What follows belongs to an exercise in optimizing a design on an open flow for small area, a short achievable clock period and few clock cycles per item; a production flow would make more cautious choices.
The RTL was checked by simulation tests, not by an equivalence proof against the original design.

==> design/flow/design.v <==
`timescale 1ns/1ps
module divider_top (
    input  logic        clk,
    input  logic        rst_n,
    input  logic [31:0] op1,
    input  logic [31:0] op2,
    input  logic [2:0]  funct3,
    input  logic        start,
    input  logic        ack,
    output logic [31:0] result,
    output logic        done
);
    localparam logic [1:0] S_IDLE = 2'd0;
    localparam logic [1:0] S_PREP = 2'd1;
    localparam logic [1:0] S_ITER = 2'd2;
    localparam logic [1:0] S_FIX  = 2'd3;
    logic [1:0]  st_q;
    logic [31:0] r_q;       
    logic [31:0] t_q;       
    logic [31:0] q_q;       
    logic [3:0]  cnt_q;     
    logic        rem_q;     
    logic        sgn_q;     
    logic        neg_q;     
    assign result = q_q;
    logic        sa, sb;
    logic [31:0] abs_a, abs_b;
    logic [5:0]  lz_a, lz_b;
    logic [5:0]  dlz;
    logic        b_zero, a_short;
    logic [31:0] t_init;
    logic [31:0] fast_val;
    assign sa    = sgn_q & r_q[31];
    assign sb    = sgn_q & t_q[31];
    assign abs_a = sa ? -r_q : r_q;
    assign abs_b = sb ? -t_q : t_q;
    always_comb begin
        lz_a = 6'd32;
        for (int i = 0; i < 32; i++)
            if (abs_a[i]) lz_a = 6'(31 - i);
    end
    always_comb begin
        lz_b = 6'd32;
        for (int i = 0; i < 32; i++)
            if (abs_b[i]) lz_b = 6'(31 - i);
    end
    assign b_zero = (t_q == 32'd0);
    assign dlz    = lz_b - lz_a;
    assign a_short  = lz_a > lz_b;
    assign t_init = abs_b << {dlz[4:1], 1'b0};
    assign fast_val = rem_q ? r_q : {32{b_zero}};
    logic [32:0] d1;
    logic [32:0] s1;
    logic [31:0] r1;
    logic        q1;
    logic [32:0] s2;
    logic [31:0] r2;
    logic        q0;
    assign d1 = {t_q, 1'b0};
    assign s1 = {1'b0, r_q} - d1;
    assign q1 = ~s1[32] & ~t_q[31];
    assign r1 = q1 ? s1[31:0] : r_q;
    assign s2 = {1'b0, r1} - {1'b0, t_q};
    assign q0 = ~s2[32];
    assign r2 = q0 ? s2[31:0] : r1;
    logic [31:0] q_shift;
    assign q_shift = {q_q[29:0], q1, q0};
    logic last;
    assign last = (cnt_q == 4'd0);
    logic accept;
    assign accept = (st_q == S_IDLE) && start;
    always_ff @(posedge clk or negedge rst_n) begin
        if (!rst_n) begin
            st_q <= S_IDLE;
            done <= 1'b0;
        end else begin
            case (st_q)
                S_IDLE: begin
                    if (start) st_q <= S_PREP;
                    done <= done & ~ack;
                end
                S_PREP: begin
                    if (b_zero || a_short) begin
                        st_q <= S_IDLE;
                        done <= 1'b1;
                    end else begin
                        st_q <= S_ITER;
                    end
                end
                S_ITER: begin
                    if (last) begin
                        if (neg_q) begin
                            st_q <= S_FIX;
                        end else begin
                            st_q <= S_IDLE;
                            done <= 1'b1;
                        end
                    end
                end
                default: begin
                    st_q <= S_IDLE;
                    done <= 1'b1;
                end
            endcase
        end
    end
    always_ff @(posedge clk) begin
        case (st_q)
            S_IDLE: begin
                r_q <= op1;
                t_q <= op2;
            end
            S_PREP: begin
                r_q <= abs_a;
                t_q <= t_init;
            end
            default: begin
                r_q <= r2;
                t_q <= {2'b00, t_q[31:2]};
            end
        endcase
        cnt_q <= (st_q == S_PREP) ? dlz[4:1] : cnt_q - 4'd1;
    end
    always_ff @(posedge clk) begin
        if (accept) begin
            rem_q <= funct3[1];
            sgn_q <= ~funct3[0];
        end
        if (st_q == S_PREP) neg_q <= rem_q ? sa : (sa ^ sb);
    end
    always_ff @(posedge clk) begin
        case (st_q)
            S_IDLE: ;
            S_PREP: q_q <= fast_val & {32{b_zero | a_short}};
            S_ITER: q_q <= (last && rem_q) ? r2 : q_shift;
            default: q_q <= -q_q;
        endcase
    end
endmodule
==> design/flow/flow/run.sh <==
#!/bin/bash
# Standard layout, with one extra step after placement: the port buffers become
# plain buffers instead of delay buffers, and the resizer sizes the placed
# netlist for a shorter period than the clock asks for (same constraints, a
# larger slack target). Everything else is the standard.sh.
set -euo pipefail
here=$(pwd)
res=$here/orfs/results/sky130hd/divider_top/base

bash standard.sh synth floorplan place > $here/log_1_standard_to_place.txt 2>&1

cp $res/3_place.odb $here/3_place_standard.odb
openroad -no_splash -exit $here/flow/resize.tcl > $here/log_2_resize.txt 2>&1
test -s $res/3_place.odb

bash standard.sh cts route finish > $here/log_3_standard_to_finish.txt 2>&1
test -s $here/out/final.def
==> design/flow/flow/resize.tcl <==
# size the placed design harder, under the design's own constraints
set P $::env(FLOW_HOME)/platforms/sky130hd
set res [pwd]/orfs/results/sky130hd/divider_top/base
read_liberty $P/lib/sky130_fd_sc_hd__tt_025C_1v80.lib
read_db [pwd]/3_place_standard.odb
read_sdc $res/3_place.sdc
source $P/setRC.tcl
set_dont_use {sky130_fd_sc_hd__probe_p_8 sky130_fd_sc_hd__probec_p_8 sky130_fd_sc_hd__lpflow_*
  sky130_fd_sc_hd__clkdlybuf4s* sky130_fd_sc_hd__dlygate* sky130_fd_sc_hd__dlymetal*}
estimate_parasitics -placement
report_worst_slack

# port buffers: plain buffers rather than delay buffers
foreach inst [[ord::get_db_block] getInsts] {
  set n [$inst getName]
  set m [[$inst getMaster] getName]
  if {([string match "input*" $n] || [string match "output*" $n]) && [string match "*clkdlybuf4s*" $m]} {
    replace_cell $n sky130_fd_sc_hd__buf_2
  }
}
estimate_parasitics -placement
report_worst_slack

# resize toward a 6 ns period; the constraints stay those of the design
repair_timing -setup -setup_margin 21.0 -skip_last_gasp
estimate_parasitics -placement
report_worst_slack
report_design_area

detailed_placement
check_placement -verbose
estimate_parasitics -placement
report_worst_slack
write_db $res/3_place.odb
==> design/flow/standard.sh <==
#!/bin/bash
# synth_recipe.tcl (not shown) runs the flow's synth.tcl, then flattens the netlist and writes it again
# the make line also repeats each setting of config.mk as NAME=value (left out here)
make -C /OpenROAD-flow-scripts/flow DESIGN_CONFIG=/design/flow/config.mk WORK_HOME=/design/flow/orfs CLKGATE_MAP_FILE= SYNTH_SCRIPT=/design/flow/synth_recipe.tcl "${@:-finish}"
==> design/flow/config.mk <==
export PLATFORM = sky130hd
export DESIGN_NAME = divider_top
export DESIGN_NICKNAME = divider_top
export VERILOG_FILES = /design/flow/design.v
export SDC_FILE = /design/flow/constraint.sdc
export NUM_CORES = 4
export LEC_CHECK = 0
export ABC_AREA = 1
export CAP_MARGIN = 20
export CORE_MARGIN = 2
export CORE_UTILIZATION = 40
export SLEW_MARGIN = 20
==> design/flow/constraint.sdc <==
create_clock -name core_clock -period 27.0 [get_ports {clk}]
set_input_delay 5.4000 -clock core_clock [delete_from_list [all_inputs] [get_ports {clk}]]
set_output_delay 5.4000 -clock core_clock [all_outputs]
set_load 0.01 [all_outputs]
==> flow_metrics.tcl, run 1 <==
set metrics [dict create \
    postCtsSetupBuffers 0 \
    first_pass_iters 6 \
    crit_type "reg -> out" \
    grt_max_degree 69 \
    avgSynthCellArea_um2 6.26 \
    die_y_um 185 \
    totalWireLength_mm 47.5 \
    maxCapViolations 0 \
    clk_pin_slew_ns 0.08 \
    crit_arrival_ns 1.01 \
    rsz0062_at_grt "no" \
    startpoint "q_q[13]" \
    place_congestion 0.916 \
    port_buffers 102 \
    outcome "finished clean" \
    num_vias 14500 \
    worstMarginPinSlew_ns 0.831 \
    clock_skew_ns 0.0151 \
    grt_pass1_vias 13900 \
    slew_headroom 0.446 \
    htreeDepth 3 \
    cp_slowest_cell "edfxtp_1" \
    vias_per_cell 5.53 \
    synth_cell_types 67 \
    worstHoldStart "cnt_q[0]" \
    multi_input_area_um2 9320 \
    layout_commonest_cell "nand2_1" \
    cts_hold_buf 0 \
    yosys_warnings 1 \
    synth-seq-cells 106 \
    hpwlAfterDp_mm 37.3 \
    cts.path.max_buffers 2 \
    crit_chain "buf_2" \
    hold_ws_ns 0.491 \
    slew_viol_final 0 \
    synthArstFlopShare 0.0283 \
    routedWlPerCell_um 18.1 \
    drc 0 \
    cpPeakStageDelay_ns 0.45 \
    num_io_pins 104 \
    area_delta_synth_final_pct 9.77 \
    layout-drive-gt1-share 0.105 \
    die_area_um2 34400 \
    die_w_um 185 \
    ant_nets 0 \
    grt_overflow 0 \
    hold_class "reg -> reg" \
    fin_util 0.446 \
    cts-root-buf "clkbuf_16" \
    grt_antenna_before_repair 0 \
    syn_inst 2103 \
    cts_sinks 106 \
    worstSetupStartpointType "flop" \
    fmax_ghz 0.156 \
    r2r-start "sgn_q" \
    path_max_fanout 4 \
    period_needed_ns 6.41 \
    yosysSeqAreaShare 0.189 \
    coreArea_um2 32500 \
    synth_edf_count 35 \
    syn_nets 2260 \
    cts_resized 0 \
    initial_core_util 0.406 \
    crit_required_ns 21.60 \
    fillers 3600 \
    num_antenna_cells 0 \
    cts_tree "yes" \
    clkLatencyLatePin_ns 0.39 \
    ff_latch_area_um2 2490 \
    critPathTopFamily "flip-flops" \
    grt_pass1_wl_mm 73.9 \
    finalHoldViolCount 0 \
    final_nets 2334 \
    crit_buf_inv 1 \
    synthFlopType "dfxtp_1" \
    cp-end-kind "primary output" \
    rows 66 \
    finalSetupViolCount 0 \
    synth_area_um2 13200 \
    drt-initial-drc-count 1167 \
    min_period_over_period 0.237 \
    mostFrequentLayoutCells "nand2_1, inv_1, nor2_1" \
    tns_ns 0 \
    cts_made_buffers 9 \
    grt.total_usage 0.278 \
]
-- path summary, 6_finish.rpt --
path,endpoint,slack [ns],cells after the start
setup / recovery,result[13],20.59,1
hold / removal,cnt_q[0],0.49,1
setup reg to reg,t_q[29],20.85,46
hold reg to reg,cnt_q[0],0.49,1
max in group asynchronous,done,22.09,1
min in group asynchronous,st_q[1],4.79,1
-- registers in the layout, summed over array words and instances, names as in the netlist, named ones only --
| signal | cells |
|---|---|
| st_q | 2 |
| sgn_q | 1 |
| r_q | 32 |
| neg_q | 1 |
| q_q | 31 |
| rem_q | 1 |
| t_q | 32 |
| done | 1 |
| cnt_q | 4 |
-- cells by family (layout without fill, tap and decap cells) --
logic type	count (synthesis)	after routing	share of synthesized area
xor+xnor	119	119	0.0797
mux	2	2	0.00152
flops	106	106	0.189
compound gates	582	582	0.262
buf+inv	360	439	0.107
simple gates	848	848	0.278
fa+ha+maj	86	86	0.0834
-- synth_stat cells, types with 4 or more instances --
library cell  number  share of area
a21oi_1          154          0.059
o221ai_1          19          0.013
a21o_1             4         0.0023
nand3_2            9         0.0068
a22oi_1           44          0.025
nand2_1          483           0.14
edfxtp_1          35          0.080
o22ai_1            4         0.0019
a21boi_1           5         0.0028
a221o_1            4         0.0030
o21a_1            13         0.0074
buf_2             12         0.0046
nor3_1            32          0.012
nand4_1           25          0.012
nor2_1           183          0.052
xnor2_1           36          0.024
o21ai_2            7         0.0047
or2_2              5         0.0024
nand3_1           67          0.025
o21ai_0          166          0.063
ha_1              83          0.079
dfxtp_1           68           0.10
inv_1            252          0.072
clkbuf_1          60          0.017
nor2_2            10         0.0047
a31oi_1           27          0.013
nor4_1             4         0.0019
o211ai_1          40          0.023
nand2_2            8         0.0038
xor2_1            82          0.055
buf_4              7         0.0040
inv_2             23         0.0066
o21bai_1          10         0.0057
o21ai_1           63          0.024
-- routing by layer --
metal / vias up / GRT usage / wire, µm
li1: 7222 / - / -
met3: 67 / 0.0340 / 3050
met2: 523 / 0.459 / 21400
met1: 6692 / 0.376 / 21800
met5: - / 0 / 0
met4: 0 / 0.0873 / 1230
-- layout make-up --
| type | instances | share of cell area |
|---|---|---|
| clock buffers | 12 | 0.0164 |
| flip-flops and latches | 106 | 0.172 |
| repair buffers | 143 | 0.0529 |
| inverters | 278 | 0.0733 |
| well taps | 442 | 0.0382 |
| multi-input cells | 1637 | 0.645 |
| repair inverters | 2 | 0.000692 |
| clock inverters | 4 | 0.00190 |
-- metrics by stage --
stage,setup slack (ns),std cells,area (µm²)
2_1_floorplan,21.11,2103,13200
3_3_place_gp,20.17,2583,14500
3_5_place_dp,20.26,2583,14500
4_1_cts,20.58,2624,14500
5_1_grt,20.33,2624,14500
6_report,20.59,2624,14500
Testbench counts, summed over its fixed seeds: cycles 156,157, items 32,000.
==> inputs of run 2 (changes only) <==
--- a/design/flow/flow/resize.tcl
+++ b/design/flow/flow/resize.tcl
@@ -15,7 +15,7 @@
   set n [$inst getName]
   set m [[$inst getMaster] getName]
   if {([string match "input*" $n] || [string match "output*" $n]) && [string match "*clkdlybuf4s*" $m]} {
-    replace_cell $n sky130_fd_sc_hd__buf_2
+    if {[string match "input*" $n]} { replace_cell $n sky130_fd_sc_hd__buf_1 } else { replace_cell $n sky130_fd_sc_hd__buf_2 }
   }
 }
 estimate_parasitics -placement
--- a/design/flow/config.mk
+++ b/design/flow/config.mk
@@ -8,5 +8,5 @@
 export ABC_AREA = 1
 export CAP_MARGIN = 20
 export CORE_MARGIN = 2
-export CORE_UTILIZATION = 40
+export CORE_UTILIZATION = 55
 export SLEW_MARGIN = 20
==> run 2 against run 1 <==
  * Still clean on timing, DRC and antenna
  * Synthesized cell count unchanged
  * Count of clock-buffer cells in the layout decreased by 2
  * Utilization increased by 17 points
  * Largest cell class unchanged
  * Highest routed layer unchanged
==> flow_metrics.tcl, run 2 <==
set metrics [dict create \
    finalSetupViolCount 0 \
    gr-usage-met1 0.522 \
    stdcell_area_um2 14400 \
    synth_area_leader_cell "nand2_1" \
    die_y_um 159 \
    finalHoldViolCount 0 \
    grt_max_degree 68 \
    totalWireLength_mm 48.9 \
    cpPeakStageDelay_ns 0.46 \
    crit_required_ns 21.60 \
    avgSynthCellArea_um2 6.26 \
    grt_antenna_before_repair 0 \
    postCtsSetupBuffers 0 \
    cts.path.max_buffers 2 \
    critPathTopFamily "flip-flops" \
    routedWlPerCell_um 19.5 \
    place_congestion 0.996 \
    crit_chain "buf_2" \
    crit_type "reg -> out" \
    ys_top_cells_by_count "nand2_1, inv_1, nor2_1" \
    cp_slowest_cell "edfxtp_1" \
    rsz0062_at_grt "no" \
    port_buffers 102 \
    synthFlopType "dfxtp_1" \
    crit_arrival_ns 1.02 \
    yosys_warnings 1 \
    cts_sinks 106 \
    yosysTopAreaCellShare 0.138 \
    ant_nets 0 \
    startpoint "q_q[6]" \
    layout-drive-gt1-share 0.0864 \
    outcome "finished clean" \
    path_max_fanout 5 \
    grt-busiest-layer "met2" \
    syn_inst 2103 \
    num_io_pins 104 \
    die_area_um2 25200 \
    r2r-start "r_q[31]" \
    finalWorstSetupSlack_ns 20.58 \
    vias_per_cell 5.97 \
    hpwlAfterDp_mm 38.8 \
    clkLatencyLatePin_ns 0.38 \
    top_regs "r_q: 32 flops, t_q: 32 flops, q_q: 31 flops" \
    cp-end-kind "primary output" \
    coreArea_um2 23500 \
    grt_pass1_vias 13900 \
    drc 0 \
    period_needed_ns 6.42 \
    pre_cts_slack_ns 20.16 \
    first_pass_iters 6 \
    clock_skew_ns 0.0180 \
    use_met2 0.602 \
    syn_nets 2260 \
    cts_hold_buf 0 \
    mostFrequentLayoutCells "nand2_1, inv_1, nor2_1" \
    hold_ws_ns 0.501 \
    synthTopCellsByArea "nand2_1, dfxtp_1, edfxtp_1" \
    rows 56 \
    htreeDepth 3 \
    hold_class "reg -> reg" \
    worstSetupStartpointType "flop" \
    synth.most_common_cell "nand2_1" \
    slew_viol_final 0 \
    synth-seq-cells 106 \
    fillers 2322 \
    tns_ns 0 \
    layout_commonest_cell "nand2_1" \
    crit_buf_inv 1 \
    met3_usage 0.0643 \
    num_vias 15000 \
    slew_headroom 0.426 \
    worstHoldStart "cnt_q[0]" \
    worstMarginPinSlew_ns 0.856 \
    cts_resized 0 \
    synth_cell_types 67 \
    cts_tree "yes" \
    die_w_um 159 \
    min_period_over_period 0.238 \
    grt_overflow 0 \
    cts_made_buffers 9 \
    final_nets 2339 \
    dpl_cell_area_um2 14400 \
    yosysSeqAreaShare 0.189 \
    initial_core_util 0.561 \
    grt_pass1_wl_mm 76.7 \
    clk_pin_slew_ns 0.09 \
    maxCapViolations 0 \
    area_delta_synth_final_pct 9.56 \
    synth_area_um2 13200 \
    synthArstFlopShare 0.0283 \
    cts-root-buf "clkbuf_16" \
    grt.total_usage 0.381 \
    fmax_ghz 0.156 \
    synth_edf_count 35 \
    drt-initial-drc-count 1895 \
]
[run 2: stage by stage]
step                std cells  utilization
finish                   2507        0.615
global placement         2460        0.613
floorplan                2103            -
detailed placement       2460        0.613
global route             2506        0.615
CTS                      2505        0.614
[run 2: cell families after synthesis]
group,synth area share
AO/OA/AOI/OAI,0.262
XOR/XNOR,0.0797
adder cells (fa/ha/maj),0.0834
buffers and inverters,0.107
flip-flops,0.189
multiplexers,0.00152
AND/OR/NAND/NOR,0.278
[run 2: metal layers]
metal / vias to the layer above / share of wire / routed length, µm
li1: 7246 / - / -
met1: 6880 / 0.43 / 21100
met2: 728 / 0.44 / 21400
met3: 102 / 0.097 / 4730
met4: 0 / 0.034 / 1670
met5: - / 0 / 0
[run 2: cell type report]
cell class / count / area, µm² / share of cell area
antenna: 1 / 2.50 / 0.000173
multi-input combinational: 1637 / 9420 / 0.653
sequential: 106 / 2490 / 0.172
inverter: 278 / 1070 / 0.0740
tap: 319 / 399 / 0.0277
clock inverter: 6 / 72.6 / 0.00503
timing repair inverter: 2 / 10.0 / 0.000694
clock buffer: 10 / 229 / 0.0159
timing repair buffer: 148 / 746 / 0.0517
[run 2: path summary, 6_finish.rpt]
kind                             endpoint  slack [ns]  cells past startpoint
worst max register to register    t_q[29]       20.72                     43
worst min register to register   cnt_q[0]        0.50                      1
max in group asynchronous         st_q[1]       22.02                      1
min in group asynchronous            done        4.82                      1
worst max-delay path            result[6]       20.58                      1
worst min-delay path             cnt_q[0]        0.50                      1
==> inputs of run 3 (changes only) <==
--- a/design/flow/flow/resize.tcl
+++ b/design/flow/flow/resize.tcl
@@ -15,14 +15,18 @@
   set n [$inst getName]
   set m [[$inst getMaster] getName]
   if {([string match "input*" $n] || [string match "output*" $n]) && [string match "*clkdlybuf4s*" $m]} {
-    if {[string match "input*" $n]} { replace_cell $n sky130_fd_sc_hd__buf_1 } else { replace_cell $n sky130_fd_sc_hd__buf_2 }
+    if {[string match "input*" $n]} {
+      replace_cell $n sky130_fd_sc_hd__buf_1
+    } else {
+      replace_cell $n sky130_fd_sc_hd__buf_2
+    }
   }
 }
 estimate_parasitics -placement
 report_worst_slack
 
-# resize toward a 6 ns period; the constraints stay those of the design
-repair_timing -setup -setup_margin 21.0 -skip_last_gasp
+# resize toward a 6.4 ns period; the constraints stay those of the design
+repair_timing -setup -setup_margin 20.6 -skip_last_gasp
 estimate_parasitics -placement
 report_worst_slack
 report_design_area
--- a/design/flow/config.mk
+++ b/design/flow/config.mk
@@ -8,5 +8,5 @@
 export ABC_AREA = 1
 export CAP_MARGIN = 20
 export CORE_MARGIN = 2
-export CORE_UTILIZATION = 55
+export CORE_UTILIZATION = 70
 export SLEW_MARGIN = 20
==> run 3 against run 2 <==
  * Count of clock-buffer cells in the layout rose by 1
  * Clock skew fell by 0.0063 ns
  * Critical endpoint is now t_q[5]
  * Non-clock buffer count fell by 29
  * Fmax fell by 4.5%
  * Via count rose by 2.2%
  * Critical path depth rose by 40
  * Die area fell by 21%
==> flow_metrics.tcl, run 3 <==
set metrics [dict create \
    routedWlPerCell_um 19.0 \
    coreArea_um2 18600 \
    totalWireLength_mm 45.5 \
    first_pass_iters 6 \
    cp_slowest_cell "edfxtp_1" \
    clk_pin_slew_ns 0.08 \
    syn_nets 2260 \
    ff_latch_area_um2 2490 \
    initial_core_util 0.709 \
    hold_class "reg -> reg" \
    critPathMostFrequentCell "nand2_1" \
    outcome "finished clean" \
    worstMarginPinSlew_ns 1.08 \
    grt.total_usage 0.449 \
    synth_area_leader_cell "nand2_1" \
    num_io_pins 104 \
    fin_util 0.754 \
    ys_top_cells_by_count "nand2_1, inv_1, nor2_1" \
    synth-seq-cells 106 \
    yosysSeqAreaShare 0.189 \
    grt_max_degree 68 \
    worstSetupStartpointType "flop" \
    num_vias 15300 \
    yosys_warnings 1 \
    grt_pass1_vias 13600 \
    finalSetupViolCount 0 \
    clkLatencyLatePin_ns 0.37 \
    hold_ws_ns 0.507 \
    final_nets 2308 \
    die_w_um 141 \
    hpwlAfterDp_mm 35.7 \
    r2r_slack_ns 20.28 \
    avgSynthCellArea_um2 6.26 \
    cts_hold_buf 0 \
    rsz0062_at_grt "no" \
    syn_inst 2103 \
    fillers 1586 \
    slew_viol_final 0 \
    path_max_fanout 27 \
    fmax_ghz 0.149 \
    synth_area_um2 13200 \
    tns_ns 0 \
    port_buffers 102 \
    place_congestion 1.05 \
    synthTopCellsByArea "nand2_1, dfxtp_1, edfxtp_1" \
    period_needed_ns 6.72 \
    layout_commonest_cell "nand2_1" \
    pre_cts_slack_ns 20.25 \
    crit_required_ns 27.25 \
    slew_headroom 0.279 \
    cts_tree "yes" \
    synth_cell_types 67 \
    htreeDepth 3 \
    reg2reg_depth 41 \
    dpl_cell_area_um2 14300 \
    die_area_um2 19900 \
    die_y_um 141 \
    postCtsSetupBuffers 0 \
    maxCapViolations 0 \
    synth_edf_count 35 \
    multi_input_area_um2 9310 \
    grt_overflow 0 \
    cts_made_buffers 9 \
    yosysTopAreaCellShare 0.138 \
    cts-root-buf "clkbuf_16" \
    cts_sinks 106 \
    finalWorstSetupSlack_ns 20.28 \
    cts_resized 0 \
    crit_type "reg -> reg" \
    cts.path.max_buffers 2 \
    cpPeakStageDelay_ns 0.81 \
    vias_per_cell 6.40 \
    grt_pass1_wl_mm 71.1 \
    top_regs "r_q: 32 flops, t_q: 32 flops, q_q: 31 flops" \
    min_period_over_period 0.249 \
    area_delta_synth_final_pct 6.40 \
    hold_depth 1 \
    drc 0 \
    ant_nets 0 \
    drt-initial-drc-count 2122 \
    layout-drive-gt1-share 0.0710 \
    finalHoldViolCount 0 \
    grt_antenna_before_repair 0 \
    stdcell_area_um2 14000 \
    cp-end-kind "flop" \
    crit_arrival_ns 6.98 \
    num_antenna_cells 0 \
    rows 50 \
    mostFrequentLayoutCells "nand2_1, inv_1, nor2_1" \
    synth.most_common_cell "nand2_1" \
    clock_skew_ns 0.0118 \
    synthFlopType "dfxtp_1" \
    synthArstFlopShare 0.0283 \
]
-- run 3: cell counts after synthesis --
No cell type changed its count.
-- run 3: worst paths after layout --
path / startpoint / endpoint
worst max-delay path: sgn_q / t_q[5]
worst min-delay path: cnt_q[0] / cnt_q[0]
worst min register to register: cnt_q[0] / cnt_q[0]
min in group asynchronous: rst_n / st_q[0]
max in group asynchronous: rst_n / done
worst max register to register: sgn_q / t_q[5]
-- run 3: worst max-delay path: cells and delay by family, from the launching register on --
kind / cells / cell delay, ns
xor+xnor: 2 / 0.41
flops: 1 / 0.81
buf+inv: 6 / 1.30
compound gates: 5 / 0.97
simple gates: 26 / 2.52
fa+ha+maj: 2 / 0.60
-- run 3: through the flow --
stage / std cells
floorplan: 2103
global placement: 2374
detailed placement: 2374
CTS: 2390
global route: 2390
finish: 2390
-- run 3: cell type report --
class | instances | share of cell area
clock inverter | 5 | 0.00384
tap | 234 | 0.0209
multi-input combinational | 1637 | 0.664
inverter | 278 | 0.0746
timing repair buffer | 119 | 0.0396
clock buffer | 11 | 0.0196
sequential | 106 | 0.177
-- run 3: kinds of logic (layout without fill, tap and decap cells) --
logic type,Yosys count,after routing,synth area share
and+or+nand+nor,848,848,0.278
AOI/OAI and AO/OA,582,582,0.262
buffers and inverters,360,413,0.107
xor gates and xnor gates,119,119,0.0797
DFF,106,106,0.189
adders and majority gates,86,86,0.0834
muxes,2,2,0.00152
-- run 3: per-layer routing --
metal	vias up	part of all wire	track usage
li1	7182	-	-
met1	6867	0.39	0.618
met2	1077	0.42	0.669
met3	159	0.15	0.117
met4	2	0.041	0.178
met5	-	0.0015	0.0276
==> inputs of run 4 (changes only) <==
--- a/design/flow/design.v
+++ b/design/flow/design.v
@@ -49,6 +49,26 @@
     assign a_short  = lz_a > lz_b;
     assign t_init = abs_b << {dlz[4:1], 1'b0};
     assign fast_val = rem_q ? r_q : {32{b_zero}};
+    logic        sa_i, sb_i;
+    logic [31:0] a1_i, b1_i;
+    logic [31:0] hi_a;
+    logic [31:0] hi_a_sh;
+    logic        bz_i, short_i, fast_i;
+    assign sa_i = ~funct3[0] & op1[31];
+    assign sb_i = ~funct3[0] & op2[31];
+    assign a1_i = op1 ^ {32{sa_i}};
+    assign b1_i = op2 ^ {32{sb_i}};
+    always_comb begin
+        logic [31:0] x;
+        x = a1_i;
+        for (int k = 1; k < 32; k = k * 2)
+            x = x | (x >> k);
+        hi_a = x;
+    end
+    assign hi_a_sh = sa_i ? {hi_a[30:0], 1'b1} : hi_a;
+    assign short_i = |(b1_i & ~hi_a_sh);
+    assign bz_i    = (op2 == 32'd0);
+    assign fast_i  = bz_i | short_i;
     logic [32:0] d1;
     logic [32:0] s1;
     logic [31:0] r1;
@@ -76,8 +96,12 @@
         end else begin
             case (st_q)
                 S_IDLE: begin
-                    if (start) st_q <= S_PREP;
-                    done <= done & ~ack;
+                    if (start) begin
+                        st_q <= fast_i ? S_IDLE : S_PREP;
+                        done <= fast_i;
+                    end else begin
+                        done <= done & ~ack;
+                    end
                 end
                 S_PREP: begin
                     if (b_zero || a_short) begin
@@ -130,7 +154,7 @@
     end
     always_ff @(posedge clk) begin
         case (st_q)
-            S_IDLE: ;
+            S_IDLE: if (start) q_q <= funct3[1] ? op1 : {32{bz_i}};
             S_PREP: q_q <= fast_val & {32{b_zero | a_short}};
             S_ITER: q_q <= (last && rem_q) ? r2 : q_shift;
             default: q_q <= -q_q;
--- a/design/flow/flow/resize.tcl
+++ b/design/flow/flow/resize.tcl
@@ -15,18 +15,14 @@
   set n [$inst getName]
   set m [[$inst getMaster] getName]
   if {([string match "input*" $n] || [string match "output*" $n]) && [string match "*clkdlybuf4s*" $m]} {
-    if {[string match "input*" $n]} {
-      replace_cell $n sky130_fd_sc_hd__buf_1
-    } else {
-      replace_cell $n sky130_fd_sc_hd__buf_2
-    }
+    replace_cell $n sky130_fd_sc_hd__buf_2
   }
 }
 estimate_parasitics -placement
 report_worst_slack
 
-# resize toward a 6.4 ns period; the constraints stay those of the design
-repair_timing -setup -setup_margin 20.6 -skip_last_gasp
+# resize toward a 6 ns period; the constraints stay those of the design
+repair_timing -setup -setup_margin 21.0 -skip_last_gasp
 estimate_parasitics -placement
 report_worst_slack
 report_design_area
--- a/design/flow/config.mk
+++ b/design/flow/config.mk
@@ -8,5 +8,5 @@
 export ABC_AREA = 1
 export CAP_MARGIN = 20
 export CORE_MARGIN = 2
-export CORE_UTILIZATION = 70
+export CORE_UTILIZATION = 40
 export SLEW_MARGIN = 20
==> run 4 against run 3 <==
  * Design area increased by 20%
  * First-iteration DRC count shrank 23%
==> flow_metrics.tcl, run 4 <==
set metrics [dict create \
    grt.total_usage 0.329 \
    routedWlPerCell_um 21.3 \
    cts_resized 0 \
    grt_pass1_vias 16600 \
    place_congestion 0.998 \
    slew_headroom 0.298 \
    synth-compound-area-share 0.239 \
    coreArea_um2 36500 \
    crit_type "in -> reg" \
    area_delta_synth_final_pct 13.3 \
    synthFlopType "dfxtp_1" \
    num_antenna_cells 0 \
    htreeDepth 3 \
    cts_hold_buf 0 \
    outcome "finished clean" \
    yosysSeqAreaShare 0.168 \
    die_w_um 197 \
    num_io_pins 104 \
    crit_buf_inv 3 \
    grt_pass1_wl_mm 96.9 \
    initial_core_util 0.406 \
    synth-seq-cells 106 \
    drc 0 \
    cts_sinks 106 \
    cp-end-kind "flop" \
    tns_ns 0 \
    syn_nets 2565 \
    hold_class "reg -> reg" \
    synth_top_family_by_area "simple AND/OR/NAND/NOR gates" \
    synthArstFlopShare 0.0283 \
    fmax_ghz 0.132 \
    grt_antenna_before_repair 0 \
    synth_area_leader_cell "nand2_1" \
    clock_skew_ns 0.0136 \
    first_pass_iters 6 \
    min_period_over_period 0.281 \
    drt-initial-drc-count 1640 \
    clk_pin_slew_ns 0.08 \
    clkLatencyLatePin_ns 0.38 \
    cpPeakStageDelay_ns 0.17 \
    worstMarginPinSlew_ns 1.05 \
    crit_required_ns 27.31 \
    maxCapViolations 0 \
    period_needed_ns 7.59 \
    synth_simple_gate_area_frac 0.307 \
    final_nets 2678 \
    fin_util 0.460 \
    fillers 3936 \
    path_max_fanout 6 \
    finalWorstSetupSlack_ns 19.41 \
    hpwlAfterDp_mm 50.3 \
    synth_cell_types 67 \
    synth_fa_ha_area_frac 0.0698 \
    die_area_um2 38600 \
    top_regs "r_q: 32 flops, t_q: 32 flops, q_q: 31 flops" \
    avgSynthCellArea_um2 6.15 \
    pre_cts_slack_ns 17.66 \
    vias_per_cell 5.76 \
    rsz0062_at_grt "no" \
    postCtsSetupBuffers 0 \
    finalHoldViolCount 0 \
    yosysTopAreaCellShare 0.134 \
    mostFrequentLayoutCells "nand2_1, inv_1, nor2_1" \
    die_y_um 197 \
    finalSetupViolCount 0 \
    grt_overflow 0 \
    grt_max_degree 49 \
    cts.path.max_buffers 2 \
    synth_edf_count 35 \
    syn_inst 2413 \
    synth_area_um2 14800 \
    synthTopCellsByArea "nand2_1, dfxtp_1, inv_1" \
    port_buffers 102 \
    critPathTopFamily "simple AND/OR/NAND/NOR gates" \
    crit_arrival_ns 7.90 \
    layout-drive-gt1-share 0.135 \
    synth-xor-area-share 0.0962 \
    slew_viol_final 0 \
    cp_slowest_cell "xor2_2" \
    cts_tree "yes" \
    worstSetupStartpointType "input pin" \
    ys_top_cells_by_count "nand2_1, inv_1, nor2_1" \
    cts-root-buf "clkbuf_16" \
    synth.most_common_cell "nand2_1" \
    cts_made_buffers 9 \
    layout_commonest_cell "nand2_1" \
    yosys_warnings 1 \
    ant_nets 0 \
    totalWireLength_mm 63.8 \
    rows 70 \
    critPathMostFrequentCell "nand2_1" \
    num_vias 17300 \
    synthMuxAreaShare 0.00405 \
]
-- run 4: cell count changes in the layout (fill, tap and decap cells not counted), moves of 19 or more --
cell and delta:
o21ai_0 +27, o221ai_1 +19, nor2_1 +41, buf_1 -39, nand4_1 +26, nand2_1 +42, o21ai_2 +21, xor2_1 +28
nand3_1 +26, inv_1 +52, buf_2 +78
-- run 4: per-layer routing --
metal | wire, µm | GRT usage | up-vias
li1 | - | - | 8307
met1 | 26100 | 0.408 | 8007
met2 | 28600 | 0.538 | 792
met4 | 4220 | 0.197 | 0
met3 | 4870 | 0.0549 | 182
met5 | 0 | 0 | -
-- run 4: final timing paths --
| check | startpoint | cells after the start | slack [ns] | endpoint |
|---|---|---|---|---|
| max | funct3[0] | 27 | 19.41 | done |
| min | cnt_q[0] | 1 | 0.48 | cnt_q[0] |
| max reg2reg | t_q[0] | 29 | 20.14 | q_q[6] |
| min reg2reg | cnt_q[0] | 1 | 0.48 | cnt_q[0] |
| max in group asynchronous | rst_n | 1 | 22.07 | st_q[0] |
| min in group asynchronous | rst_n | 1 | 4.81 | done |
-- run 4: final cells by class --
cell class                 count  area [µm²]  area share
sequential                   106        2490       0.148
multi-input combinational   1880       10900       0.649
tap                          468         586      0.0348
inverter                     340        1370      0.0814
timing repair buffer         180        1130      0.0670
clock buffer                   9         225      0.0134
clock inverter                 7        51.3     0.00305
timing repair inverter         9        53.8     0.00320
-- run 4: cells by family (layout without fill, tap and decap cells) --
logic type / after synthesis / in the layout
DFF: 106 / 106
adders and majority gates: 81 / 81
AOI/OAI and AO/OA: 597 / 597
and+or+nand+nor: 1032 / 1034
muxes: 6 / 6
buffers and inverters: 429 / 545
xor gates and xnor gates: 162 / 162
-- run 4: metrics by stage --
step	cells	instance area [µm²]	hold slack [ns]
after floorplan	2413	14800	0.427
after global placement	2911	16100	0.446
after detailed placement	2911	16100	0.451
after CTS	2999	16800	0.473
after global routing	2999	16800	0.505
final	2999	16800	0.481
Testbench counts of run 4, summed over its fixed seeds: cycles 139,776, items 32,000.
==> inputs of run 5 (changes only) <==
--- a/design/flow/design.v
+++ b/design/flow/design.v
@@ -51,22 +51,29 @@
     assign fast_val = rem_q ? r_q : {32{b_zero}};
     logic        sa_i, sb_i;
     logic [31:0] a1_i, b1_i;
-    logic [31:0] hi_a;
-    logic [31:0] hi_a_sh;
+    logic [7:0]  nz_a, nz_b;
+    logic [7:0]  hi_a;      
+    logic [7:0]  hi_a_sh;
     logic        bz_i, short_i, fast_i;
     assign sa_i = ~funct3[0] & op1[31];
     assign sb_i = ~funct3[0] & op2[31];
     assign a1_i = op1 ^ {32{sa_i}};
     assign b1_i = op2 ^ {32{sb_i}};
     always_comb begin
-        logic [31:0] x;
-        x = a1_i;
-        for (int k = 1; k < 32; k = k * 2)
+        for (int g = 0; g < 8; g++) begin
+            nz_a[g] = |a1_i[4*g +: 4];
+            nz_b[g] = |b1_i[4*g +: 4];
+        end
+    end
+    always_comb begin
+        logic [7:0] x;
+        x = nz_a;
+        for (int k = 1; k < 8; k = k * 2)
             x = x | (x >> k);
         hi_a = x;
     end
-    assign hi_a_sh = sa_i ? {hi_a[30:0], 1'b1} : hi_a;
-    assign short_i = |(b1_i & ~hi_a_sh);
+    assign hi_a_sh = sa_i ? {hi_a[6:0], 1'b1} : hi_a;
+    assign short_i = |(nz_b & ~hi_a_sh);
     assign bz_i    = (op2 == 32'd0);
     assign fast_i  = bz_i | short_i;
     logic [32:0] d1;
==> run 5 against run 4 <==
  * Area after synthesis down 9.2%
  * Utilization about the same
  * Clock skew up 0.0022 ns
  * Global-route usage down 3.2 points
  * Critical path depth down 11
  * Sequential share of layout area up 1.4 points
  * Worst setup slack better by 0.40 ns
  * Sequential cell count unchanged
  * Fmax up 5.6%
  * Critical path type unchanged
  * Via count down 8.3%
==> flow_metrics.tcl, run 5 <==
set metrics [dict create \
    outcome "finished clean" \
    maxCapViolations 0 \
    vias_per_cell 5.69 \
    clock_skew_ns 0.0158 \
    first_pass_iters 6 \
    cts_made_buffers 9 \
    startpoint "op1[31]" \
    num_io_pins 104 \
    crit_chain "buf_8 > inv_6 > nor2_4 > buf_6 > clkinvlp_4 > buf_2 > nand2_1 > o32ai_2 > o211ai_1 > nand2_1 > a211oi_2 > nor3_1 > a311oi_1 > nand2_1 > nand2_1 > o21ai_1" \
    clk_pin_slew_ns 0.08 \
    ant_nets 0 \
    finalWorstSetupSlack_ns 19.82 \
    area_delta_synth_final_pct 14.0 \
    numPlacedInstances 2709 \
    coreArea_um2 33400 \
    initial_core_util 0.404 \
    grt_max_degree 48 \
    ys_top_cells_by_count "nand2_1, inv_1, o21ai_0" \
    rows 67 \
    routedWlPerCell_um 19.4 \
    hold_class "reg -> reg" \
    avgSynthCellArea_um2 6.06 \
    slew_headroom 0.212 \
    hold_depth 1 \
    syn_nets 2372 \
    cts_hold_buf 0 \
    yosysSeqAreaShare 0.185 \
    pre_cts_slack_ns 18.09 \
    postCtsSetupBuffers 0 \
    slew_viol_final 0 \
    min_period_over_period 0.266 \
    crit_buf_inv 5 \
    rsz0062_at_grt "no" \
    layout_commonest_cell "nand2_1" \
    yosys_warnings 1 \
    num_antenna_cells 0 \
    mostFrequentLayoutCells "nand2_1, inv_1, o21ai_0" \
    period_needed_ns 7.18 \
    cts-root-buf "clkbuf_16" \
    worstSetupStartpointType "input pin" \
    critPathMostFrequentCell "nand2_1" \
    layout-drive-gt1-share 0.111 \
    num_vias 15900 \
    synthTopCellsByArea "nand2_1, dfxtp_1, o21ai_0" \
    path_max_fanout 7 \
    final_nets 2485 \
    fmax_ghz 0.139 \
    path_depth 16 \
    synthArstFlopShare 0.0283 \
    yosysTopAreaCellShare 0.156 \
    drc 0 \
    worstHoldStart "cnt_q[0]" \
    port_buffers 102 \
    hpwlAfterDp_mm 41.9 \
    finalHoldViolCount 0 \
    critPathTopFamily "compound AO/OA/AOI/OAI gates" \
    grt_pass1_vias 14900 \
    grt_overflow 0 \
    cp_slowest_cell "a311oi_1" \
    synth_area_leader_cell "nand2_1" \
    r2r-start "t_q[1]" \
    worstMarginPinSlew_ns 1.17 \
    crit_type "in -> reg" \
    cts_resized 0 \
    synth_area_um2 13500 \
    cp-end-kind "flop" \
    htreeDepth 3 \
    cts_tree "yes" \
    tns_ns 0 \
    die_w_um 187 \
    cts_sinks 106 \
    finalSetupViolCount 0 \
    die_area_um2 35100 \
    syn_inst 2220 \
    synth_edf_count 35 \
    drt-initial-drc-count 1459 \
    synth-seq-cells 106 \
    synth.most_common_cell "nand2_1" \
    clkLatencyLatePin_ns 0.38 \
    synth_cell_types 63 \
    place_congestion 0.951 \
    top_regs "r_q: 32 flops, t_q: 32 flops, q_q: 31 flops" \
    crit_arrival_ns 7.45 \
    grt_antenna_before_repair 0 \
    grt.total_usage 0.297 \
    totalWireLength_mm 54.2 \
    instances_no_fill 2786 \
    synthFlopType "dfxtp_1" \
    die_y_um 187 \
    cpPeakStageDelay_ns 0.34 \
    hold_ws_ns 0.461 \
    reg2reg_depth 43 \
    grt_pass1_wl_mm 81.4 \
    cts.path.max_buffers 2 \
    crit_required_ns 27.26 \
]
[run 5: cell count changes after synthesis, sizes merged, moves of 5 or more]
| cell | previous run | this run |
|---|---|---|
| a21oi | 146 | 137 |
| buf | 29 | 18 |
| inv | 334 | 287 |
| nand2 | 550 | 564 |
| nand3 | 99 | 108 |
| nand4 | 53 | 46 |
| nor2 | 249 | 171 |
| nor4 | 18 | 23 |
| o21a | 12 | 7 |
| o221ai | 42 | 29 |
| xnor2 | 48 | 33 |
| xor2 | 114 | 87 |
[run 5: stage by stage]
stage / instance area (µm²) / util
finish: 15300 / 0.460
global placement: 14900 / 0.446
global route: 15300 / 0.460
CTS: 15300 / 0.459
floorplan: 13500 / -
detailed placement: 14900 / 0.446
[run 5: layout make-up]
class	instances	area, µm²
repair inverters	8	50.0
clock inverters	7	51.3
flip-flops and latches	106	2490
repair buffers	176	1070
well taps	448	561
clock buffers	9	225
fillers	3698	18000
multi-input cells	1740	9770
inverters	292	1130
[run 5: cells by family after synthesis]
family	share of synthesized area
flops	0.185
simple gates	0.307
compound gates	0.245
mux	0.00223
buf+inv	0.106
fa+ha+maj	0.0770
xor+xnor	0.0781
[run 5: path summary, 6_finish.rpt]
path	to	slack, ns
setup / recovery	done	19.82
hold / removal	cnt_q[0]	0.46
setup reg to reg	q_q[4]	20.72
hold reg to reg	cnt_q[0]	0.46
max in group asynchronous	done	22.07
min in group asynchronous	st_q[0]	4.80
[run 5: layer usage]
| metal | up-vias | global-route usage | part of all wire |
|---|---|---|---|
| met3 | 108 | 0.0347 | 0.075 |
| li1 | 7725 | - | - |
| met1 | 7305 | 0.394 | 0.44 |
| met4 | 0 | 0.113 | 0.037 |
| met5 | - | 0 | 0 |
| met2 | 716 | 0.494 | 0.45 |
Testbench counts of run 5, summed over its fixed seeds: cycles 141,731, items 32,000.
==> inputs of run 6 (changes only) <==
--- a/design/flow/design.v
+++ b/design/flow/design.v
@@ -1,3 +1,39 @@
+`timescale 1ns/1ps
+module div_bk_add #(
+    parameter int W = 34
+) (
+    input  logic [W-1:0] a,
+    input  logic [W-1:0] b,
+    input  logic         cin,
+    output logic [W-1:0] sum
+);
+    logic [W-1:0] p0;
+    logic [W-1:0] g;
+    logic [W-1:0] p;
+    logic [W:0]   c;
+    assign p0 = a ^ b;
+    always_comb begin
+        g = a & b;
+        p = p0;
+        g[0] = g[0] | (p[0] & cin);
+        for (int l = 1; l < W; l = l * 2) begin
+            for (int i = 2 * l - 1; i < W; i = i + 2 * l) begin
+                g[i] = g[i] | (p[i] & g[i-l]);
+                p[i] = p[i] & p[i-l];
+            end
+        end
+        for (int l = (1 << ($clog2(W) - 1)); l >= 1; l = l / 2) begin
+            for (int i = 3 * l - 1; i < W; i = i + 2 * l) begin
+                g[i] = g[i] | (p[i] & g[i-l]);
+                p[i] = p[i] & p[i-l];
+            end
+        end
+        c[0] = cin;
+        for (int i = 0; i < W; i++)
+            c[i+1] = g[i];
+    end
+    assign sum = p0 ^ c[W-1:0];
+endmodule
 `timescale 1ns/1ps
 module divider_top (
     input  logic        clk,
@@ -49,33 +85,6 @@
     assign a_short  = lz_a > lz_b;
     assign t_init = abs_b << {dlz[4:1], 1'b0};
     assign fast_val = rem_q ? r_q : {32{b_zero}};
-    logic        sa_i, sb_i;
-    logic [31:0] a1_i, b1_i;
-    logic [7:0]  nz_a, nz_b;
-    logic [7:0]  hi_a;      
-    logic [7:0]  hi_a_sh;
-    logic        bz_i, short_i, fast_i;
-    assign sa_i = ~funct3[0] & op1[31];
-    assign sb_i = ~funct3[0] & op2[31];
-    assign a1_i = op1 ^ {32{sa_i}};
-    assign b1_i = op2 ^ {32{sb_i}};
-    always_comb begin
-        for (int g = 0; g < 8; g++) begin
-            nz_a[g] = |a1_i[4*g +: 4];
-            nz_b[g] = |b1_i[4*g +: 4];
-        end
-    end
-    always_comb begin
-        logic [7:0] x;
-        x = nz_a;
-        for (int k = 1; k < 8; k = k * 2)
-            x = x | (x >> k);
-        hi_a = x;
-    end
-    assign hi_a_sh = sa_i ? {hi_a[6:0], 1'b1} : hi_a;
-    assign short_i = |(nz_b & ~hi_a_sh);
-    assign bz_i    = (op2 == 32'd0);
-    assign fast_i  = bz_i | short_i;
     logic [32:0] d1;
     logic [32:0] s1;
     logic [31:0] r1;
@@ -84,10 +93,10 @@
     logic [31:0] r2;
     logic        q0;
     assign d1 = {t_q, 1'b0};
-    assign s1 = {1'b0, r_q} - d1;
+    div_bk_add #(.W(33)) u_sub1 (.a({1'b0, r_q}), .b(~d1), .cin(1'b1), .sum(s1));
     assign q1 = ~s1[32] & ~t_q[31];
     assign r1 = q1 ? s1[31:0] : r_q;
-    assign s2 = {1'b0, r1} - {1'b0, t_q};
+    div_bk_add #(.W(33)) u_sub2 (.a({1'b0, r1}), .b(~{1'b0, t_q}), .cin(1'b1), .sum(s2));
     assign q0 = ~s2[32];
     assign r2 = q0 ? s2[31:0] : r1;
     logic [31:0] q_shift;
@@ -103,12 +112,8 @@
         end else begin
             case (st_q)
                 S_IDLE: begin
-                    if (start) begin
-                        st_q <= fast_i ? S_IDLE : S_PREP;
-                        done <= fast_i;
-                    end else begin
-                        done <= done & ~ack;
-                    end
+                    if (start) st_q <= S_PREP;
+                    done <= done & ~ack;
                 end
                 S_PREP: begin
                     if (b_zero || a_short) begin
@@ -161,7 +166,7 @@
     end
     always_ff @(posedge clk) begin
         case (st_q)
-            S_IDLE: if (start) q_q <= funct3[1] ? op1 : {32{bz_i}};
+            S_IDLE: ;
             S_PREP: q_q <= fast_val & {32{b_zero | a_short}};
             S_ITER: q_q <= (last && rem_q) ? r2 : q_shift;
             default: q_q <= -q_q;
==> run 6 against run 5 <==
  * Die area down 7.0%
  * Hold slack better by 0.027 ns
  * Critical path type is now reg -> out
  * Critical endpoint is now result[29]
==> flow_metrics.tcl, run 6 <==
set metrics [dict create \
    startpoint "q_q[29]" \
    yosysTopAreaCellShare 0.140 \
    synth_area_um2 12500 \
    die_w_um 181 \
    fmax_ghz 0.156 \
    min_period_over_period 0.237 \
    crit_end "result[29]" \
    stdcell_area_um2 14000 \
    ant_nets 0 \
    crit_type "reg -> out" \
    num_io_pins 104 \
    synth_cell_types 57 \
    initial_core_util 0.408 \
    first_pass_iters 5 \
    cts_hold_buf 0 \
    grt_antenna_before_repair 0 \
    port_buffers 102 \
    vias_per_cell 5.47 \
    crit_chain "buf_2" \
    synth_area_leader_cell "nand2_1" \
    routedWlPerCell_um 17.6 \
    syn_inst 1914 \
    synthTopCellsByArea "nand2_1, dfxtp_1, edfxtp_1" \
    finalHoldViolCount 0 \
    top_regs "r_q: 32 flops, t_q: 32 flops, q_q: 31 flops" \
    worstMarginPinSlew_ns 1.12 \
    tns_ns 0 \
    crit_buf_inv 1 \
    grt_overflow 0 \
    crit_required_ns 21.60 \
    r2r-end "q_q[14]" \
    die_area_um2 32700 \
    instances_no_fill 2397 \
    r2r_slack_ns 20.91 \
    num_vias 13100 \
    rsz0062_at_grt "no" \
    synthArstFlopShare 0.0283 \
    area_delta_synth_final_pct 11.7 \
    coreArea_um2 30700 \
    num_antenna_cells 0 \
    drt-initial-drc-count 1098 \
    numPlacedInstances 2351 \
    dpl_cell_area_um2 13800 \
    clk_pin_slew_ns 0.09 \
    clock_skew_ns 0.0148 \
    grt_pass1_wl_mm 67.4 \
    htreeDepth 3 \
    cts_resized 0 \
    syn_nets 2099 \
    path_depth 1 \
    critPathTopFamily "flip-flops" \
    grt_max_degree 68 \
    period_needed_ns 6.41 \
    hold_ws_ns 0.488 \
    drc 0 \
    cts_sinks 106 \
    cp-end-kind "primary output" \
    crit_arrival_ns 1.01 \
    cts_tree "yes" \
    grt.total_usage 0.257 \
    grt_pass1_vias 12700 \
    finalWorstSetupSlack_ns 20.59 \
    synthFlopType "dfxtp_1" \
    rows 64 \
    reg2reg_depth 40 \
    totalWireLength_mm 42.1 \
    cts_made_buffers 9 \
    cpPeakStageDelay_ns 0.46 \
    finalSetupViolCount 0 \
    place_congestion 0.937 \
    mostFrequentLayoutCells "nand2_1, inv_1, o21ai_0" \
    yosysSeqAreaShare 0.199 \
    fin_util 0.455 \
    die_y_um 181 \
    ys_top_cells_by_count "nand2_1, inv_1, o21ai_0" \
    final_nets 2181 \
    clkLatencyLatePin_ns 0.38 \
    pre_cts_slack_ns 19.71 \
    cp_slowest_cell "edfxtp_1" \
    yosys_warnings 2 \
    hpwlAfterDp_mm 32.2 \
    postCtsSetupBuffers 0 \
    avgSynthCellArea_um2 6.53 \
    path_max_fanout 4 \
    worstSetupStartpointType "flop" \
    layout_commonest_cell "nand2_1" \
    r2r-start "r_q[1]" \
    hold_class "reg -> reg" \
    outcome "finished clean" \
    maxCapViolations 0 \
    slew_headroom 0.254 \
    synth-seq-cells 106 \
    cts-root-buf "clkbuf_16" \
    synth_edf_count 35 \
    cts.path.max_buffers 2 \
    slew_viol_final 0 \
    synth.most_common_cell "nand2_1" \
    layout-drive-gt1-share 0.129 \
]
## run 6: cell types whose count changed after synthesis, sizes merged, moves of 16 or more
cell and change:
nand3 -24, xor2 -23, o211ai +19, inv -19, fa +29, o21ai -59
o221ai -16, nand4 -29, nor2 -38, nand2 -91
## run 6: worst min path at each step
stage / start / end / slack, ns / depth (start not counted)
6_report: cnt_q[0] / cnt_q[0] / 0.49 / 1
5_1_grt: cnt_q[0] / cnt_q[0] / 0.51 / 1
4_1_cts: cnt_q[0] / cnt_q[0] / 0.49 / 1
3_5_place_dp: t_q[16] / t_q[14] / 0.48 / 2
3_3_place_gp: cnt_q[0] / cnt_q[0] / 0.47 / 1
2_1_floorplan: cnt_q[0] / cnt_q[0] / 0.44 / 1
## run 6: routing by layer
metal / wire, µm / GRT usage / vias to the layer above
li1: - / - / 6563
met1: 19900 / 0.366 / 6057
met2: 18500 / 0.410 / 439
met3: 2730 / 0.0296 / 54
met4: 986 / 0.0674 / 0
met5: 0 / 0 / -
## run 6: cell type report
| cell class | instances | area, µm² |
|---|---|---|
| clock buffers | 9 | 225 |
| clock inverters | 7 | 75.1 |
| fillers | 3290 | 16700 |
| inverters | 269 | 1040 |
| multi-input cells | 1461 | 8820 |
| flip-flops and latches | 106 | 2490 |
| well taps | 396 | 495 |
| repair buffers | 146 | 798 |
| repair inverters | 3 | 17.5 |
## run 6: cells by family (layout without fill, tap and decap cells)
| logic type | count (synthesis) | after routing | share of synthesized area |
|---|---|---|---|
| simple gates | 768 | 768 | 0.266 |
| compound gates | 492 | 492 | 0.234 |
| buf+inv | 347 | 434 | 0.106 |
| fa+ha+maj | 114 | 114 | 0.133 |
| flops | 106 | 106 | 0.199 |
| xor+xnor | 84 | 84 | 0.0595 |
| mux | 3 | 3 | 0.00240 |
Testbench counts of run 6, summed over its fixed seeds: cycles 156,157, items 32,000.
==> inputs of run 7 (changes only) <==
--- a/design/flow/design.v
+++ b/design/flow/design.v
@@ -17,15 +17,11 @@
         p = p0;
         g[0] = g[0] | (p[0] & cin);
         for (int l = 1; l < W; l = l * 2) begin
-            for (int i = 2 * l - 1; i < W; i = i + 2 * l) begin
-                g[i] = g[i] | (p[i] & g[i-l]);
-                p[i] = p[i] & p[i-l];
-            end
-        end
-        for (int l = (1 << ($clog2(W) - 1)); l >= 1; l = l / 2) begin
-            for (int i = 3 * l - 1; i < W; i = i + 2 * l) begin
-                g[i] = g[i] | (p[i] & g[i-l]);
-                p[i] = p[i] & p[i-l];
+            for (int i = 0; i < W; i++) begin
+                if ((i / l) % 2 == 1) begin
+                    g[i] = g[i] | (p[i] & g[(i / l) * l - 1]);
+                    p[i] = p[i] & p[(i / l) * l - 1];
+                end
             end
         end
         c[0] = cin;
==> run 7 against run 6 <==
  * Still clean
  * Utilization fell by 0.68 points
  * Critical path depth stayed put
  * First-iteration DRC count up 6.1%
  * Sequential cell count unchanged
  * Clock skew shrank 0.00094 ns
==> flow_metrics.tcl, run 7 <==
set metrics [dict create \
    outcome "finished clean" \
    stdcell_area_um2 13700 \
    synth_area_leader_cell "nand2_1" \
    crit_chain "buf_2" \
    dpl_cell_area_um2 13800 \
    fin_util 0.448 \
    htreeDepth 3 \
    finalWorstSetupSlack_ns 20.59 \
    finalSetupViolCount 0 \
    cts_made_buffers 9 \
    hpwlAfterDp_mm 32.3 \
    vias_per_cell 5.45 \
    cp-end-kind "primary output" \
    totalWireLength_mm 41.6 \
    avgSynthCellArea_um2 6.23 \
    worstSetupStartpointType "flop" \
    die_w_um 180 \
    mostFrequentLayoutCells "nand2_1, inv_1, nor2_1" \
    die_area_um2 32500 \
    slew_headroom 0.270 \
    clk_pin_slew_ns 0.09 \
    ant_nets 0 \
    ys_top_cells_by_count "nand2_1, inv_1, nor2_1" \
    layout_commonest_cell "nand2_1" \
    clock_skew_ns 0.0138 \
    finalHoldViolCount 0 \
    slew_viol_final 0 \
    maxCapViolations 0 \
    grt_pass1_vias 12500 \
    drc 0 \
    numPlacedInstances 2431 \
    fmax_ghz 0.156 \
    worstMarginPinSlew_ns 1.09 \
    synth_cell_types 60 \
    die_y_um 180 \
    grt.total_usage 0.252 \
    num_io_pins 104 \
    yosys_warnings 2 \
    path_max_fanout 5 \
    syn_nets 2158 \
    yosysSeqAreaShare 0.200 \
    cts_tree "yes" \
    cts_hold_buf 0 \
    cp_slowest_cell "edfxtp_1" \
    synth_area_um2 12400 \
    place_congestion 0.936 \
    yosysTopAreaCellShare 0.157 \
    coreArea_um2 30600 \
    instances_no_fill 2467 \
    cpPeakStageDelay_ns 0.46 \
    final_nets 2229 \
    synth-seq-cells 106 \
    cts_resized 0 \
    num_antenna_cells 0 \
    hold_ws_ns 0.476 \
    initial_core_util 0.406 \
    syn_inst 1995 \
    grt_max_degree 68 \
    crit_required_ns 21.60 \
    cts_sinks 106 \
    grt_pass1_wl_mm 66.4 \
    crit_buf_inv 1 \
    period_needed_ns 6.41 \
    crit_arrival_ns 1.01 \
    pre_cts_slack_ns 20.09 \
    area_delta_synth_final_pct 10.4 \
    grt_antenna_before_repair 0 \
    rows 64 \
    drt-initial-drc-count 1165 \
    rsz0062_at_grt "no" \
    num_vias 13500 \
    synthArstFlopShare 0.0283 \
    crit_type "reg -> out" \
    first_pass_iters 5 \
    cts.path.max_buffers 2 \
    top_regs "r_q: 32 flops, t_q: 32 flops, q_q: 31 flops" \
    synthFlopType "dfxtp_1" \
    clkLatencyLatePin_ns 0.37 \
    tns_ns 0 \
    critPathTopFamily "flip-flops" \
    synth_edf_count 35 \
    cts-root-buf "clkbuf_16" \
    synth.most_common_cell "nand2_1" \
    grt_overflow 0 \
    min_period_over_period 0.237 \
    synthTopCellsByArea "nand2_1, dfxtp_1, edfxtp_1" \
    postCtsSetupBuffers 0 \
    port_buffers 102 \
    routedWlPerCell_um 16.9 \
    layout-drive-gt1-share 0.106 \
    hold_class "reg -> reg" \
]
-- run 7: kinds of logic (layout without fill, tap and decap cells) --
logic type      Yosys count  in the layout  synth area share
flops                   106            106             0.200
mux                       3              3           0.00242
simple gates            849            849             0.293
buf+inv                 349            425             0.107
fa+ha+maj                92             92            0.0987
compound gates          507            507             0.235
xor+xnor                 89             89            0.0633
-- run 7: final cells by class --
| type | count | area [µm²] |
|---|---|---|
| Fill cell | 3282 | 16900 |
| Multi-Input combinational cell | 1540 | 8680 |
| Sequential cell | 106 | 2490 |
| Inverter | 272 | 1030 |
| Timing Repair Buffer | 136 | 722 |
| Tap cell | 396 | 495 |
| Clock buffer | 10 | 229 |
| Clock inverter | 6 | 61.3 |
| Timing Repair inverter | 1 | 5.00 |
-- run 7: worst paths after layout --
| path | from | end | cells after the start | slack (ns) |
|---|---|---|---|---|
| setup / recovery | q_q[7] | result[7] | 1 | 20.59 |
| hold / removal | cnt_q[0] | cnt_q[0] | 1 | 0.48 |
| setup reg to reg | sgn_q | t_q[21] | 46 | 20.90 |
| hold reg to reg | cnt_q[0] | cnt_q[0] | 1 | 0.48 |
| max in group asynchronous | rst_n | st_q[1] | 1 | 22.09 |
| min in group asynchronous | rst_n | st_q[0] | 1 | 4.80 |
-- run 7: metal layers --
layer  share of wire  track usage  vias up  wire (µm)
met5               0            0        -          0
met1            0.48        0.363     6167      19800
li1                -            -     6766          -
met4           0.020       0.0639        0        842
met2            0.44        0.399      469      18200
met3           0.065       0.0305       50       2720
Testbench counts of run 7, summed over its fixed seeds: cycles 156,157, items 32,000.
==> inputs of run 8 (changes only) <==
--- a/design/flow/flow/resize.tcl
+++ b/design/flow/flow/resize.tcl
@@ -15,7 +15,7 @@
   set n [$inst getName]
   set m [[$inst getMaster] getName]
   if {([string match "input*" $n] || [string match "output*" $n]) && [string match "*clkdlybuf4s*" $m]} {
-    replace_cell $n sky130_fd_sc_hd__buf_2
+    replace_cell $n sky130_fd_sc_hd__buf_1
   }
 }
 estimate_parasitics -placement
==> run 8 against run 7 <==
  * Hold slack about the same
  * Utilization decreased by 0.49 points
  * Sequential cell count unchanged
  * Sequential share of layout area increased by 0.20 points
  * Wire length about the same
  * Critical endpoint is now result[24]
==> flow_metrics.tcl, run 8 <==
set metrics [dict create \
    outcome "finished clean" \
    die_area_um2 32500 \
    synthTopCellsByArea "nand2_1, dfxtp_1, edfxtp_1" \
    port_buffers 102 \
    yosysSeqAreaShare 0.200 \
    drc 0 \
    finalSetupViolCount 0 \
    htreeDepth 3 \
    syn_inst 1995 \
    totalWireLength_mm 41.6 \
    cts_made_buffers 9 \
    place_congestion 0.936 \
    cts-root-buf "clkbuf_16" \
    cts_sinks 106 \
    critPathTopFamily "flip-flops" \
    drt-initial-drc-count 1210 \
    num_vias 13500 \
    rsz0062_at_grt "no" \
    yosys_warnings 2 \
    grt_overflow 0 \
    cpPeakStageDelay_ns 0.47 \
    ant_nets 0 \
    synth_cell_types 60 \
    synth_area_um2 12400 \
    r2r_slack_ns 20.89 \
    reg2reg_depth 46 \
    path_depth 1 \
    final_nets 2226 \
    num_antenna_cells 0 \
    die_y_um 180 \
    cp-end-kind "primary output" \
    synth-seq-cells 106 \
    synthFlopType "dfxtp_1" \
    vias_per_cell 5.48 \
    crit_arrival_ns 1.01 \
    coreArea_um2 30600 \
    top_regs "r_q: 32 flops, t_q: 32 flops, q_q: 31 flops" \
    slew_viol_final 0 \
    r2r-end "t_q[21]" \
    num_io_pins 104 \
    cts_resized 0 \
    cts.path.max_buffers 2 \
    hold_ws_ns 0.475 \
    cts_tree "yes" \
    cp_slowest_cell "edfxtp_1" \
    grt_max_degree 68 \
    layout-drive-gt1-share 0.0566 \
    hpwlAfterDp_mm 32.3 \
    ys_top_cells_by_count "nand2_1, inv_1, nor2_1" \
    cts_hold_buf 0 \
    synth_area_leader_cell "nand2_1" \
    worstMarginPinSlew_ns 1.10 \
    layout_commonest_cell "nand2_1" \
    worstSetupStartpointType "flop" \
    grt_pass1_vias 12500 \
    min_period_over_period 0.237 \
    ff_latch_area_um2 2490 \
    first_pass_iters 5 \
    syn_nets 2158 \
    path_max_fanout 6 \
    hold_class "reg -> reg" \
    synthArstFlopShare 0.0283 \
    yosysTopAreaCellShare 0.157 \
    fin_util 0.443 \
    rows 64 \
    grt.total_usage 0.253 \
    maxCapViolations 0 \
    routedWlPerCell_um 16.9 \
    synth_edf_count 35 \
    mostFrequentLayoutCells "nand2_1, inv_1, nor2_1" \
    slew_headroom 0.269 \
    tns_ns 0 \
    initial_core_util 0.406 \
    crit_type "reg -> out" \
    fillers 3311 \
    crit_buf_inv 1 \
    numPlacedInstances 2431 \
    clock_skew_ns 0.0142 \
    die_w_um 180 \
    crit_required_ns 21.60 \
    finalHoldViolCount 0 \
    instances_no_fill 2464 \
    postCtsSetupBuffers 0 \
    grt_pass1_wl_mm 66.4 \
    startpoint "q_q[24]" \
    grt_antenna_before_repair 0 \
    crit_chain "buf_1" \
    period_needed_ns 6.41 \
    multi_input_area_um2 8670 \
    r2r-start "sgn_q" \
    crit_end "result[24]" \
    clkLatencyLatePin_ns 0.37 \
    synth.most_common_cell "nand2_1" \
    area_delta_synth_final_pct 9.14 \
    fmax_ghz 0.156 \
    clk_pin_slew_ns 0.09 \
    avgSynthCellArea_um2 6.23 \
]
-- run 8: cell counts after synthesis --
Identical to the previous run, type by type.
-- run 8: logic make-up (layout without fill, tap and decap cells) --
| group | Yosys count | after routing | share of synthesized area |
|---|---|---|---|
| adders and majority gates | 92 | 92 | 0.0987 |
| AOI/OAI and AO/OA | 507 | 507 | 0.235 |
| and+or+nand+nor | 849 | 849 | 0.293 |
| DFF | 106 | 106 | 0.200 |
| muxes | 3 | 3 | 0.00242 |
| xor gates and xnor gates | 89 | 89 | 0.0633 |
| buffers and inverters | 349 | 422 | 0.107 |
-- run 8: final cells by class --
class	count	share of cell area
inverter	272	0.0763
timing repair inverter	1	0.000369
clock inverter	6	0.00452
tap	396	0.0365
multi-input combinational	1540	0.639
sequential	106	0.183
clock buffer	10	0.0169
timing repair buffer	133	0.0432
-- run 8: how the worst min path moves through the flow --
stage / start / endpoint / slack (ns) / cells after the start
after CTS: cnt_q[0] / cnt_q[0] / 0.48 / 1
after global routing: cnt_q[0] / cnt_q[0] / 0.52 / 1
after detailed placement: cnt_q[0] / cnt_q[0] / 0.47 / 1
after floorplan: cnt_q[0] / cnt_q[0] / 0.43 / 1
final: cnt_q[0] / cnt_q[0] / 0.48 / 1
after global placement: cnt_q[0] / cnt_q[0] / 0.46 / 1
-- run 8: routing by layer --
| layer | vias to the layer above | wire length, µm | part of all wire | global-route usage |
|---|---|---|---|---|
| met5 | - | 0 | 0 | 0 |
| li1 | 6765 | - | - | - |
| met4 | 0 | 843 | 0.020 | 0.0639 |
| met1 | 6223 | 19700 | 0.47 | 0.364 |
| met2 | 477 | 18200 | 0.44 | 0.399 |
| met3 | 50 | 2830 | 0.068 | 0.0305 |
-- run 8: through the flow --
stage / area (µm²) / setup slack (ns)
finish: 13600 / 20.59
global route: 13600 / 20.30
CTS: 13600 / 20.59
detailed placement: 13800 / 20.09
global placement: 13800 / 20.19
floorplan: 12400 / 21.12

## what the ideal ports hide
The flow's constraints put no driver on any port. The routed layouts listed below were extracted and timed again, unchanged, in two steps.
Step 1 assumes that a clkbuf_16 drives the clock port and a buf_2 every other input.
Step 2 also shifts input and output timing later by t, the mid clock arrival at the registers, as if the neighbouring blocks saw the same clock.
Three values: ideal, step 1, step 2; two values: the first two.
| run | shift t [ns] | setup slack, ns | hold slack, ns | worst register clock-pin slew, ns | worst slew at a driven data input, ns |
|---|---|---|---|---|---|
| run 1 | 0.430 | 20.591 / 20.539 / 20.847 | 0.491 / 0.491 / 0.491 | 0.09 / 0.09 | 0.05 |
| run 2 | 0.419 | 20.581 / 20.531 / 20.717 | 0.501 / 0.501 / 0.501 | 0.09 / 0.09 | 0.06 |
| run 3 | 0.414 | 20.278 / 20.278 / 20.278 | 0.507 / 0.507 / 0.507 | 0.09 / 0.09 | 0.07 |
| run 4 | 0.429 | 19.413 / 19.410 / 18.981 | 0.481 / 0.481 / 0.481 | 0.09 / 0.09 | 0.06 |
| run 5 | 0.425 | 19.816 / 19.813 / 19.388 | 0.461 / 0.461 / 0.461 | 0.09 / 0.09 | 0.06 |
| run 6 | 0.418 | 20.593 / 20.542 / 20.905 | 0.488 / 0.488 / 0.488 | 0.09 / 0.09 | 0.04 |
| run 7 | 0.417 | 20.592 / 20.541 / 20.895 | 0.476 / 0.476 / 0.476 | 0.09 / 0.09 | 0.05 |
| run 8 | 0.414 | 20.591 / 20.540 / 20.888 | 0.475 / 0.475 / 0.475 | 0.09 / 0.09 | 0.05 |
After both steps every run listed still meets setup and hold. The setup slack of run 4, which loses most, moves by -0.003 ns with the drivers and by -0.432 ns with both steps.
